This is an optimization exercise on Yosys and OpenROAD, whose aim is small area, a short achievable clock period and few clock cycles per item, not a production implementation.
In this exercise RTL edits were held to simulation tests only and were not proved equivalent to the original.

// gamepad_input_qualifier_top
module gamepad_input_qualifier_top #(
  parameter int unsigned HOLD_WIDTH = 16
) (
  input  logic                                  clk_i,
  input  logic                                  rst_ni,
  input  logic [gpq_pkg::IN_TDATA_W-1:0]        s_axis_tdata,
  input  logic                                  s_axis_tvalid,
  output logic                                  s_axis_tready,
  output logic [gpq_pkg::OUT_TDATA_W-1:0]       m_axis_tdata,
  output logic                                  m_axis_tvalid,
  input  logic                                  m_axis_tready,
  input  logic                                  cfg_valid_i,
  output logic                                  cfg_ready_o,
  input  logic [gpq_pkg::CFG_IDX_W-1:0]         cfg_index_i,
  input  logic [gpq_pkg::CFG_DATA_W-1:0]        cfg_data_i
);
  localparam int unsigned NA = gpq_pkg::NUM_ALL;
  localparam int unsigned NH = gpq_pkg::NUM_HOLD;
  localparam int unsigned TW = gpq_pkg::QTIME_W;
  localparam int unsigned RW = TW + 2;
  logic [gpq_pkg::SCALE_W-1:0] full_scale_x_q;
  logic [gpq_pkg::SCALE_W-1:0] full_scale_y_q;
  logic [gpq_pkg::PULL_W-1:0]  trig_thr_q;
  gpq_pkg::frame_t             frame;
  logic [NA-1:0]               act;
  logic [gpq_pkg::NUM_STICK-1:0] stick;
  logic [HOLD_WIDTH-1:0]       hold_w [NH];
  logic                        in_xfer;
  assign cfg_ready_o = 1'b1;
  always_ff @(posedge clk_i or negedge rst_ni) begin
    if (!rst_ni) begin
      full_scale_x_q <= gpq_pkg::FULL_SCALE_RST;
      full_scale_y_q <= gpq_pkg::FULL_SCALE_RST;
      trig_thr_q     <= gpq_pkg::TRIG_THR_RST;
    end else if (cfg_valid_i) begin
      unique case (cfg_index_i)
        gpq_pkg::CFG_FULL_SCALE_X:   full_scale_x_q <= cfg_data_i;
        gpq_pkg::CFG_FULL_SCALE_Y:   full_scale_y_q <= cfg_data_i;
        gpq_pkg::CFG_TRIG_THRESHOLD: trig_thr_q <= cfg_data_i[gpq_pkg::PULL_W-1:0];
        default: ;
      endcase
    end
  end
  assign frame = gpq_pkg::frame_t'(s_axis_tdata[gpq_pkg::FRAME_W-1:0]);
  gpq_axis u_axis_ly (
  ...
Size in the first run: roughly 5000 cells after synthesis, ~940 flip-flops, ~250 I/O pins, roughly 53000 sq um of cells after synthesis.
clock: 8.0 ns
lec_check: 0
cap_margin: 20
core_margin: 2
core_utilization: 40
setup_slack_margin: 5
slew_margin: 20
run.sh (not shown) runs the stock make flow with config.mk's settings and CLKGATE_MAP_FILE= SYNTH_SCRIPT=/design/flow/synth_recipe.tcl, a recipe that flattens the netlist after the stock synthesis.
Testbench counts at the start, summed over its fixed seeds: cycles 4,989, items 4,800.
Next try:
--- a/flow/design.v
+++ b/flow/design.v
@@ -85,27 +85,28 @@
 ) (
   input  logic                  clk_i,
   input  logic                  rst_ni,
   input  logic                  step_i,
   input  logic                  active_i,
   output logic [HOLD_WIDTH-1:0] hold_o
 );
   logic [HOLD_WIDTH-1:0] hold_q;
   logic [HOLD_WIDTH-1:0] hold_d;
-  logic [HOLD_WIDTH-1:0] carry;    
-  logic                  inc, clr;
   always_comb begin
-    carry[0] = 1'b1;
-    for (int i = 1; i < HOLD_WIDTH; i++) carry[i] = carry[i-1] && hold_q[i-1];
+    hold_d = hold_q;
+    if (step_i) begin
+      if (!active_i) begin
+        hold_d = '0;
+      end else if (hold_q != '1) begin
+        hold_d = hold_q + HOLD_WIDTH'(1);
+      end
+    end
   end
-  assign inc    = step_i && active_i && !(carry[HOLD_WIDTH-1] && hold_q[HOLD_WIDTH-1]);
-  assign clr    = step_i && !active_i;
-  assign hold_d = clr ? '0 : hold_q ^ (carry & {HOLD_WIDTH{inc}});
   always_ff @(posedge clk_i or negedge rst_ni) begin
     if (!rst_ni) begin
       hold_q <= '0;
     end else begin
       hold_q <= hold_d;
     end
   end
   assign hold_o = hold_q;
 endmodule
@@ -290,40 +291,46 @@
       cnt_sel = 4'd3; r_init = RW'(b0_x >> 6); x_init = b0_x << 10;
     end
     if ((b0_x >> 5) < b0_p) begin
       cnt_sel = 4'd2; r_init = d4;             x_init = b0_x << 12;
     end
     if (d4[RW-1]) begin
       cnt_sel = 4'd2; r_init = RW'(b0_x >> 4); x_init = b0_x << 12;
     end
     if ((b0_x >> 2) < b0_p) begin
-      cnt_sel = 4'd1; r_init = RW'(b0_x >> 2); x_init = b0_x << 12;   
+      cnt_sel = 4'd1; r_init = RW'(b0_x >> 2); x_init = b0_x << 14;
     end
     if (b0_x < b0_p) begin
       cnt_sel = 4'd0;
     end
   end
   logic signed [RW-1:0]  b1_r2;
-  logic                  b1_long;
-  assign b1_long = b1_cnt >= 4'd2;
   logic                  b1_zero;
   gpq_rem #(.VW(TW)) u_rem1 (
     .rem_i(b1_r), .bits_i(b1_x[TW-1:TW-2]), .div_i(b1_p), .div3_i(b1_p3),
     .rem_o(b1_r2), .zero_o(b1_zero)
   );
   logic signed [RW-1:0]  b2_r2;
-  logic                  b2_zero, b2_done, b2_fire_nx;
+  logic                  b2_zero, b2_done, b2_fire_nx, b2_rz;
+  logic [RW-1:0]         b2_pe;
   gpq_rem #(.VW(TW)) u_rem2 (
     .rem_i(b2_r), .bits_i(b2_x[TW-3:TW-4]), .div_i(b2_p), .div3_i(b2_p3),
     .rem_o(b2_r2), .zero_o(b2_zero)
   );
+  always_comb begin
+    logic ok;
+    b2_pe = RW'(b2_p);
+    ok = !(b2_r[0] ^ b2_pe[0]);
+    for (int i = 1; i < RW; i++) ok = ok && ((b2_r[i] ^ b2_pe[i]) == (b2_r[i-1] | b2_pe[i-1]));
+    b2_rz = ok || (b2_r == '0);
+  end
   assign b2_done    = b2_fin;   
-  assign b2_fire_nx = b2_div ? b2_zero : b2_fire;
+  assign b2_fire_nx = !b2_div ? b2_fire : (b2_cnt == 4'd0) ? b2_rz : b2_zero;
   logic s_v, b2_ok, pop, push;
   assign b2_ok   = b2_v && b2_done;
   assign push    = b2_ok && !s_v;
   assign pop     = o_v && m_axis_tready;
   assign b2_free = !b2_v || push;
   assign b1_free = !b1_v || b2_free;
   assign b0_free = !b0_v || b1_free;
   assign a2_free = !a2_v || b0_free;
   assign a_free  = rdy_q;   
@@ -403,20 +410,20 @@
       b1_cnt  <= cnt_sel;
       b1_div  <= b0_need && (cnt_sel != 4'd0);
       b1_fire <= b0_fire;
     end
     if (b1_adv) begin
       b2_act  <= b1_act;
       b2_x    <= b1_x[TW-3:0];
       b2_p    <= b1_p;
       b2_p3   <= b1_p3;
-      b2_r    <= b1_long ? b1_r2 : b1_r;
-      b2_cnt  <= b1_long ? b1_cnt - 4'd1 : b1_cnt;
+      b2_r    <= b1_r2;
+      b2_cnt  <= b1_cnt - 4'd1;
       b2_fin  <= !b1_div || (b1_cnt <= 4'd2);
       b2_div  <= b1_div;
       b2_fire <= b1_fire;
     end else if (b2_v && !b2_done) begin
       b2_r   <= b2_r2;
       b2_x   <= b2_x << 2;
       b2_cnt <= b2_cnt - 4'd1;
       b2_fin <= b2_cnt <= 4'd2;
     end
=> Setup slack gets worse by 100 ps; synthesized cell count climbs by a few percent; routed wire length rises by a few percent; final cell count grows by a few percent; count of clock-buffer cells in the layout rises by 18; final area is higher slightly; via count rises by a few percent; core utilization increases by 0.26 points; non-clock buffer count increases by 2; clock skew fell by 16 ps.
Testbench counts after the change, summed over its fixed seeds: cycles 4,989, items 4,800.

## what the ideal ports hide
Ports are ideal in the flow. The routed layouts listed here were re-timed in OpenROAD.
Step 1 (the two cells are an assumption about what drives the block):
set clk [get_ports {clk_i}]
set_driving_cell -lib_cell sky130_fd_sc_hd__clkbuf_16 $clk
set_driving_cell -lib_cell sky130_fd_sc_hd__buf_2 [delete_from_list [all_inputs] $clk]
Step 2 also shifts input and output timing later by t, the mid clock arrival at the registers, as if the neighbouring blocks saw the same clock.
Slacks: ideal / step 1 / step 2; pairs: ideal / step 1.
| run | shift t [ns] | setup slack, ns | worst hold slack (ns) | worst setup path after step 2 | latest minus earliest clock arrival (ns) |
|---|---|---|---|---|---|
| the first run | 0.790 | 4.572 / 4.572 / 4.003 | 0.416 / 0.416 / 0.416 | input to register | 0.077 / 0.077 |
| the second run | 0.777 | 4.471 / 4.471 / 4.309 | 0.409 / 0.409 / 0.409 | input to register | 0.063 / 0.064 |
After both steps every run listed still meets setup and hold. For the first run, which loses most, drivers alone change the setup slack by 0.000 ns; drivers and shift together by -0.569 ns.
